This is an optimization exercise on Yosys and OpenROAD, whose aim is small area, a short achievable clock period and few clock cycles per item, not a production implementation.
At most, simulation tests tie the RTL to the original design; equivalence was not proved.
No activity file was given, so power comes from the tool's default toggle rates.

==> flow/design.v (excerpt) <==
module l1_cache #(
    parameter int INDEX_BITS = 4
) (
    input  logic        clock,
    input  logic        arst_n,
    input  logic        read,
    input  logic        write,
    input  logic        flush,
    input  logic [31:0] address,
    input  logic [31:0] data_in,
    input  logic [3:0]  byte_en,
    input  logic [3:0]  mem2cache_msg,
    input  logic [31:0] mem2cache_data,
    output logic        ready,
    output logic        valid,
    output logic [31:0] data_out,
    output logic [3:0]  cache2mem_msg,
    output logic [31:0] cache2mem_address,
    output logic [31:0] cache2mem_data
);
Size in the first run: roughly 2700 cells after synthesis, ~1200 flip-flops, roughly 210 I/O pins, ~0.044 mm^2 of cells after synthesis.
==> flow/config.mk <==
export PLATFORM = sky130hd
export DESIGN_NAME = l1_cache
export DESIGN_NICKNAME = l1_cache
export VERILOG_FILES = /design/flow/design.v
export SDC_FILE = /design/flow/constraint.sdc
export NUM_CORES = 4
export LEC_CHECK = 0
export CAP_MARGIN = 20
export CORE_MARGIN = 2
export CORE_UTILIZATION = 40
export SETUP_SLACK_MARGIN = 2.8
export SLEW_MARGIN = 20
export TNS_END_PERCENT = 10
==> flow/constraint.sdc <==
create_clock -name core_clock -period 5.0 [get_ports {clock}]
set_input_delay 1.0000 -clock core_clock [delete_from_list [all_inputs] [get_ports {clock}]]
set_output_delay 1.0000 -clock core_clock [all_outputs]
set_load 0.01 [all_outputs]
standard.sh (not shown) runs the stock make flow with config.mk's settings and CLKGATE_MAP_FILE= SYNTH_SCRIPT=/design/flow/synth_recipe.tcl, a recipe that flattens the netlist after the stock synthesis.
==> flow/flow/run.sh <==
#!/bin/bash
# The standard layout, with two changes:
#  - port buffers are buf_2 cells rather than the default delay buffers;
#  - the clock tree uses clkbuf_4/clkbuf_8 in clusters of up to 30 sinks,
#    without dummy loads.
# make's full output goes to standard.log; each ORFS step keeps its own log
# under orfs/logs/.
set -euo pipefail
cd "$(dirname "$0")/.."
bash standard.sh \
  "BUFFER_PORTS_ARGS=-buffer_cell sky130_fd_sc_hd__buf_2" \
  "CTS_ARGS=-sink_clustering_enable -repair_clock_nets -dont_use_dummy_load -sink_clustering_size 30 -buf_list {sky130_fd_sc_hd__clkbuf_4 sky130_fd_sc_hd__clkbuf_8}" \
  finish > standard.log 2>&1
Rerun with:
CORE_UTILIZATION = 55   (was 40)
What happened: Clock-buffer cell count is unchanged; die area shrinks by 27%; global-route usage grows by 8.4 points; setup slack hardly moves; flip-flop and latch count stays the same; critical path depth shrinks by 2; final area hardly moves; maximum frequency barely changes.
No run of this note included a check of the RTL's function; only the layout flow was run.

========
l1_cache, a different RTL version from the one above (not shown whole).
For scale: roughly 2,500 cells after synthesis, about 1,200 flip-flops, ~0.043 mm2 of cells after synthesis.
==> flow/config.mk <==
export PLATFORM = sky130hd
export DESIGN_NAME = l1_cache
export DESIGN_NICKNAME = l1_cache
export VERILOG_FILES = /design/flow/design.v
export SDC_FILE = /design/flow/constraint.sdc
export NUM_CORES = 4
export LEC_CHECK = 0
export CAP_MARGIN = 20
export CORE_MARGIN = 2
export CORE_UTILIZATION = 40
export SETUP_SLACK_MARGIN = 2.45
export SLEW_MARGIN = 20
export TNS_END_PERCENT = 100
==> flow/constraint.sdc <==
create_clock -name core_clock -period 5.0 [get_ports {clock}]
set_input_delay 1.0000 -clock core_clock [delete_from_list [all_inputs] [get_ports {clock}]]
set_output_delay 1.0000 -clock core_clock [all_outputs]
set_load 0.01 [all_outputs]
==> flow/flow/run.sh <==
#!/bin/bash
# The standard layout, with two changes:
#  - port buffers are buf_2 cells rather than the default delay buffers;
#  - the clock tree uses clkbuf_8/clkbuf_16 in clusters of up to 30 sinks and 80 um,
#    without dummy loads.
# make's full output goes to standard.log; each ORFS step keeps its own log
# under orfs/logs/.
set -euo pipefail
cd "$(dirname "$0")/.."
bash standard.sh \
  "BUFFER_PORTS_ARGS=-buffer_cell sky130_fd_sc_hd__buf_2" \
  "CTS_ARGS=-sink_clustering_enable -repair_clock_nets -dont_use_dummy_load -sink_clustering_size 30 -sink_clustering_max_diameter 80 -buf_list {sky130_fd_sc_hd__clkbuf_8 sky130_fd_sc_hd__clkbuf_16}" \
  finish > standard.log 2>&1
Testbench counts at the start, summed over its fixed seeds: cycles 51,789, items 12,000.
==> next run, changes <==
==> flow/flow/run.sh (replaced) <==
#!/bin/bash
# The standard layout, with two changes:
#  - port buffers are buf_2 cells rather than the default delay buffers;
#  - the clock tree uses clkbuf_4/clkbuf_8 in clusters of up to 30 sinks,
#    without dummy loads.
# make's full output goes to standard.log; each ORFS step keeps its own log
# under orfs/logs/.
set -euo pipefail
cd "$(dirname "$0")/.."
bash standard.sh \
  "BUFFER_PORTS_ARGS=-buffer_cell sky130_fd_sc_hd__buf_2" \
  "CTS_ARGS=-sink_clustering_enable -repair_clock_nets -dont_use_dummy_load -sink_clustering_size 30 -buf_list {sky130_fd_sc_hd__clkbuf_4 sky130_fd_sc_hd__clkbuf_8}" \
  finish > standard.log 2>&1
=> The changed run ran to the end with no violations. Sequential share of layout area drops by 1.7 points. Routed wire length climbs by 1.6%. Core utilization climbs by 1.1 points. Count of clock-buffer cells in the layout climbs by 132. Worst setup slack is worse by 0.10 ns.
==> next run, changes <==
==> flow/flow/run.sh (replaced) <==
#!/bin/bash
# The standard layout, with two changes:
#  - port buffers are buf_2 cells rather than the default delay buffers;
#  - the clock tree uses clkbuf_16 in clusters of up to 30 sinks and 80 um,
#    without dummy loads.
# make's full output goes to standard.log; each ORFS step keeps its own log
# under orfs/logs/.
set -euo pipefail
cd "$(dirname "$0")/.."
bash standard.sh \
  "BUFFER_PORTS_ARGS=-buffer_cell sky130_fd_sc_hd__buf_2" \
  "CTS_ARGS=-sink_clustering_enable -repair_clock_nets -dont_use_dummy_load -sink_clustering_size 30 -sink_clustering_max_diameter 80 -buf_list {sky130_fd_sc_hd__clkbuf_16}" \
  finish > standard.log 2>&1
SETUP_SLACK_MARGIN = 2.3   (was 2.45)
=> The new run produced a clean layout; non-clock buffer count goes down by 19; clock skew fell by 0.014 ns; utilization fell by 1.5 points; fmax drops by a few percent; register-to-register slack got worse by 0.06 ns; area after synthesis is unchanged; global-route usage fell by 0.51 points; cell count went down by a few percent; wire length falls slightly.
==> next run, changes <==
==> flow/flow/run.sh (replaced) <==
#!/bin/bash
# The standard layout, with two changes:
#  - port buffers are buf_2 cells rather than the default delay buffers;
#  - the clock tree uses clkbuf_16 in clusters of up to 25 sinks and 70 um,
#    without dummy loads.
# make's full output goes to standard.log; each ORFS step keeps its own log
# under orfs/logs/.
set -euo pipefail
cd "$(dirname "$0")/.."
bash standard.sh \
  "BUFFER_PORTS_ARGS=-buffer_cell sky130_fd_sc_hd__buf_2" \
  "CTS_ARGS=-sink_clustering_enable -repair_clock_nets -dont_use_dummy_load -sink_clustering_size 25 -sink_clustering_max_diameter 70 -buf_list {sky130_fd_sc_hd__clkbuf_16}" \
  finish > standard.log 2>&1
SETUP_SLACK_MARGIN = 2.45   (was 2.3)
Global-route usage is higher by 0.19 points.
Clock-buffer cell count rose by 21.
Sequential power hardly moves.
First-iteration DRC count climbs by 2.2%.
Combinational power grows by 3.6%.
Die area is unchanged.
Flip-flop and latch count is unchanged.

========
Setup of main:
The RTL this note starts from:
==> flow/design.v <==
`timescale 1ns/100ps
package cache_pkg;
    localparam int DATA_WIDTH   = 32;
    localparam int ADDRESS_BITS = 32;
    localparam int BYTE_LANES   = DATA_WIDTH / 8;
    typedef logic [DATA_WIDTH-1:0]   word_t;
    typedef logic [ADDRESS_BITS-1:0] addr_t;
    typedef logic [BYTE_LANES-1:0]   byte_en_t;
    typedef logic [3:0]              msg_t;
    localparam msg_t NO_REQ   = 4'd0;
    localparam msg_t R_REQ    = 4'd1;
    localparam msg_t WB_REQ   = 4'd2;
    localparam msg_t FLUSH    = 4'd3;
    localparam msg_t MEM_RESP = 4'd4;
    typedef enum logic [3:0] {
        RESET,
        IDLE,
        CACHE_ACCESS,
        WRITE_BACK,
        WB_WAIT,
        READ_STATE,
        WAIT,
        UPDATE,
        SRV_FLUSH_REQ,
        WAIT_FLUSH_REQ
    } ctrl_state_t;
endpackage
`timescale 1ns/100ps
`timescale 1ns/100ps
`timescale 1ns/100ps
module l1_cache #(
    parameter int INDEX_BITS = 4
) (
    input  logic        clock,
    input  logic        arst_n,
    input  logic        read,
    input  logic        write,
    input  logic        flush,
    input  logic [31:0] address,
    input  logic [31:0] data_in,
    input  logic [3:0]  byte_en,
    input  logic [3:0]  mem2cache_msg,
    input  logic [31:0] mem2cache_data,
    output logic        ready,
    output logic        valid,
    output logic [31:0] data_out,
    output logic [3:0]  cache2mem_msg,
    output logic [31:0] cache2mem_address,
    output logic [31:0] cache2mem_data
);
    localparam int DEPTH    = 1 << INDEX_BITS;
    localparam int TAG_BITS = 32 - 2 - INDEX_BITS;
    localparam logic [1:0] M_NONE  = 2'd0;
    localparam logic [1:0] M_READ  = 2'd1;    
    localparam logic [1:0] M_WB    = 2'd2;    
    localparam logic [1:0] M_FLUSH = 2'd3;    
    logic [DEPTH-1:0]    valid_bits;
    logic [DEPTH-1:0]    dirty_bits;
    logic [TAG_BITS-1:0] tag_mem  [0:DEPTH-1];
    logic [31:0]         data_mem [0:DEPTH-1];
    logic                  s1_v;
    logic                  s1_rd, s1_wr, s1_fl;
    logic [TAG_BITS-1:0]   s1_tag;
    logic [INDEX_BITS-1:0] s1_idx;
    logic [31:0]           s1_data;
    logic [3:0]            s1_be;
    logic [TAG_BITS-1:0]   tsel_q;
    logic                  vsel_q, dsel_q;
    logic [1:0]            msg_q;
    logic                  m_gap;       
    logic                  m_wbp;       
    logic [INDEX_BITS-1:0] m_idx;
    logic                  m_rd;
    logic [3:0]            m_keep;      
    logic [29:0]           maddr_q;
    logic [31:0]           out_q;       
    logic                  valid_q;
    logic                  ready_q;
    logic one_request, mem_resp, m_busy, fire, hit, victim_dirty;
    logic s1_v_next, m_busy_next, m_gap_next, m_wbp_next;
    logic [1:0] msg_next;
    logic [INDEX_BITS-1:0] idx_sel;
    logic [TAG_BITS-1:0]   tag_rd;
    logic [31:0]           data_sel;
    logic                  same_line;
    assign one_request = (read & ~write & ~flush) | (~read & write & ~flush) |
                         (~read & ~write & flush);
    assign mem_resp = (mem2cache_msg == 4'd4);
    assign m_busy   = (msg_q != M_NONE) | m_gap;
    assign fire     = s1_v & ~m_busy;
    assign hit          = vsel_q & (tsel_q == s1_tag);
    assign victim_dirty = vsel_q & dsel_q;
    assign idx_sel   = m_wbp   ? m_idx :
                       ready_q ? address[2 +: INDEX_BITS] : s1_idx;
    assign tag_rd    = tag_mem[idx_sel];
    assign same_line = fire & (idx_sel == s1_idx);
    assign data_sel  = data_mem[s1_idx];
    always_ff @(posedge clock) begin
        tsel_q <= tag_rd;
        if (same_line) begin
            vsel_q <= s1_fl ? (vsel_q & ~hit) : 1'b1;
            dsel_q <= s1_fl ? dsel_q : (s1_wr | dsel_q);
        end else begin
            vsel_q <= valid_bits[idx_sel];
            dsel_q <= dirty_bits[idx_sel];
        end
    end
    always_comb begin
        msg_next   = msg_q;
        m_gap_next = m_gap;
        if (fire) begin
            if (s1_fl) begin
                if (hit & dsel_q) msg_next = M_FLUSH;
            end else if (!hit) begin
                msg_next = victim_dirty ? M_WB : M_READ;
            end
        end else if (m_gap) begin
            msg_next   = M_READ;
            m_gap_next = 1'b0;
        end else if (mem_resp) begin
            msg_next   = M_NONE;
            m_gap_next = (msg_q == M_WB);
        end
    end
    assign m_busy_next = (msg_next != M_NONE) | m_gap_next;
    assign m_wbp_next  = (msg_next == M_WB) | m_gap_next;
    assign s1_v_next   = ready_q ? one_request : (s1_v & ~fire);
    always_ff @(posedge clock or negedge arst_n) begin
        if (!arst_n) begin
            ready_q <= 1'b0;
            s1_v    <= 1'b0;
            msg_q   <= M_NONE;
            m_gap   <= 1'b0;
            m_wbp   <= 1'b0;
            valid_q <= 1'b0;
        end else begin
            ready_q <= ~(s1_v_next & m_busy_next) & ~m_wbp_next;
            s1_v    <= s1_v_next;
            msg_q   <= msg_next;
            m_gap   <= m_gap_next;
            m_wbp   <= m_wbp_next;
            valid_q <= (fire & s1_rd & hit) |
                       ((msg_q == M_READ) & mem_resp & m_rd);
        end
    end
    always_ff @(posedge clock) begin
        if (ready_q) begin
            s1_rd   <= read;
            s1_wr   <= write;
            s1_fl   <= flush;
            s1_tag  <= address[31 -: TAG_BITS];
            s1_idx  <= address[2 +: INDEX_BITS];
            s1_data <= data_in;
            s1_be   <= byte_en;
        end
    end
    always_ff @(posedge clock) begin
        if (fire) begin
            m_idx  <= s1_idx;
            m_rd   <= s1_rd;
            m_keep <= s1_wr ? s1_be : 4'b0000;
        end
        if (fire) begin
            maddr_q <= {(victim_dirty ? tsel_q : s1_tag), s1_idx};
        end else if (m_gap) begin
            maddr_q <= {tsel_q, m_idx};
        end
        if (fire) begin
            out_q <= data_sel;
        end else if (msg_q == M_READ) begin
            out_q <= mem2cache_data;
        end
    end
    always_ff @(posedge clock or negedge arst_n) begin
        if (!arst_n) begin
            valid_bits <= '0;
        end else if (fire & (~s1_fl | hit)) begin
            valid_bits[s1_idx] <= ~s1_fl;
        end
    end
    logic        fill;
    logic [31:0] wdata;
    assign fill  = (msg_q == M_READ);
    assign wdata = m_busy ? mem2cache_data : s1_data;
    always_ff @(posedge clock) begin
        if (fire & ~s1_fl) begin
            tag_mem[s1_idx]    <= s1_tag;
            dirty_bits[s1_idx] <= s1_wr | (hit & dsel_q);
        end
        for (int j = 0; j < DEPTH; j++) begin
            for (int i = 0; i < 4; i++) begin
                if ((fire & s1_wr & (s1_idx == j) & s1_be[i]) |
                    (fill & (m_idx == j) & ~m_keep[i])) begin
                    data_mem[j][8*i +: 8] <= wdata[8*i +: 8];
                end
            end
        end
    end
    assign ready             = ready_q;
    assign valid             = valid_q;
    assign data_out          = out_q;
    assign cache2mem_msg     = {2'b00, msg_q};
    assign cache2mem_address = {maddr_q, 2'b00};
    assign cache2mem_data    = out_q;
endmodule
export LEC_CHECK = 0
export CAP_MARGIN = 20
export CORE_MARGIN = 2
export CORE_UTILIZATION = 40
export SETUP_SLACK_MARGIN = 2.5
export SLEW_MARGIN = 20
export TNS_END_PERCENT = 10
create_clock -name core_clock -period 5.0 [get_ports {clock}]
run.sh (not shown) runs the stock make flow with config.mk's settings and CLKGATE_MAP_FILE= SYNTH_SCRIPT=/design/flow/synth_recipe.tcl, a recipe that flattens the netlist after the stock synthesis.
Stock flow here: none of the scripts above is used.
Inputs modified between main and the feature branch:
-- flow/config.mk --
<<< main, line 11
>>> the feature branch, line 11
export CTS_BUF_LIST = sky130_fd_sc_hd__clkbuf_4 sky130_fd_sc_hd__clkbuf_8
export CTS_CLUSTER_SIZE = 30
==> comparison <==
- On worst hold slack, the feature branch tracks main almost exactly.
- The final reports for the feature branch and main show worst slew margin relative to its limit higher in the former.
- Row count of buffers not belonging to the clock network in the layout: the feature branch lower / main higher
- The feature branch gives more later-pin clock latency in the skew report than main did.
- Diff main -> the feature branch | amount of wire on met2 after detailed routing | down slightly
- The feature branch reports a higher number of global-route vias before repair than main does.
- Summary of the comparison: logic gate share of total power is lower in the feature branch, relative to main.
- When the feature branch is set beside main, its layout-stage area growth over the synthesis result turns out to be 3.0 points smaller.
- On setup slack: between main and the feature branch, it ends up lower for the feature branch.
No run of this note included a check of the RTL's function; only the layout flow was run.

==> re-timing with driven ports <==
Ports are ideal in the flow. The routed layouts listed here were re-timed in OpenROAD. Step 1 sets driving cells, clkbuf_16 on the clock port and buf_2 on the other inputs (assumed; they add their load-dependent delay and slew). Step 2, shift: input delay + t, output delay - t, t = (earliest + latest rising clock arrival at the registers) / 2. This alone moves slack from input paths to output paths. a / b / c = no drivers / after step 1 / after step 2; a / b = the first two.
run | shift t [ns] | setup WS [ns] | hold slack, ns | worst slew at a driven data input, ns | cell pins on the clock port's net
the first run of note 1 | 0.884 | 2.386 / 2.329 / 1.775 | 0.173 / 0.150 / 0.459 | 0.10 | 1
the second run of note 1 | 0.863 | 2.389 / 2.381 / 1.830 | 0.192 / 0.154 / 0.464 | 0.16 | 1
the first run of note 2 | 0.714 | 2.476 / 2.476 / 1.837 | 0.333 / 0.376 / 0.484 | 0.11 | 1
the second run of note 2 | 0.865 | 2.372 / 2.372 / 1.680 | 0.217 / 0.248 / 0.470 | 0.09 | 1
the third run of note 2 | 0.719 | 2.316 / 2.316 / 1.837 | 0.318 / 0.335 / 0.480 | 0.09 | 1
the fourth run of note 2 | 0.690 | 2.400 / 2.412 / 1.722 | 0.329 / 0.375 / 0.430 | 0.11 | 1
main | 0.781 | 2.348 / 2.279 / 1.717 | 0.506 / 0.506 / 0.506 | 0.09 | 1
the feature branch | 0.928 | 2.323 / 2.288 / 1.494 | 0.506 / 0.506 / 0.506 | 0.09 | 1
After both steps setup and hold are still met in every run listed. The setup slack of the feature branch, which loses most, moves by -0.035 ns with the drivers and by -0.829 ns with both steps.
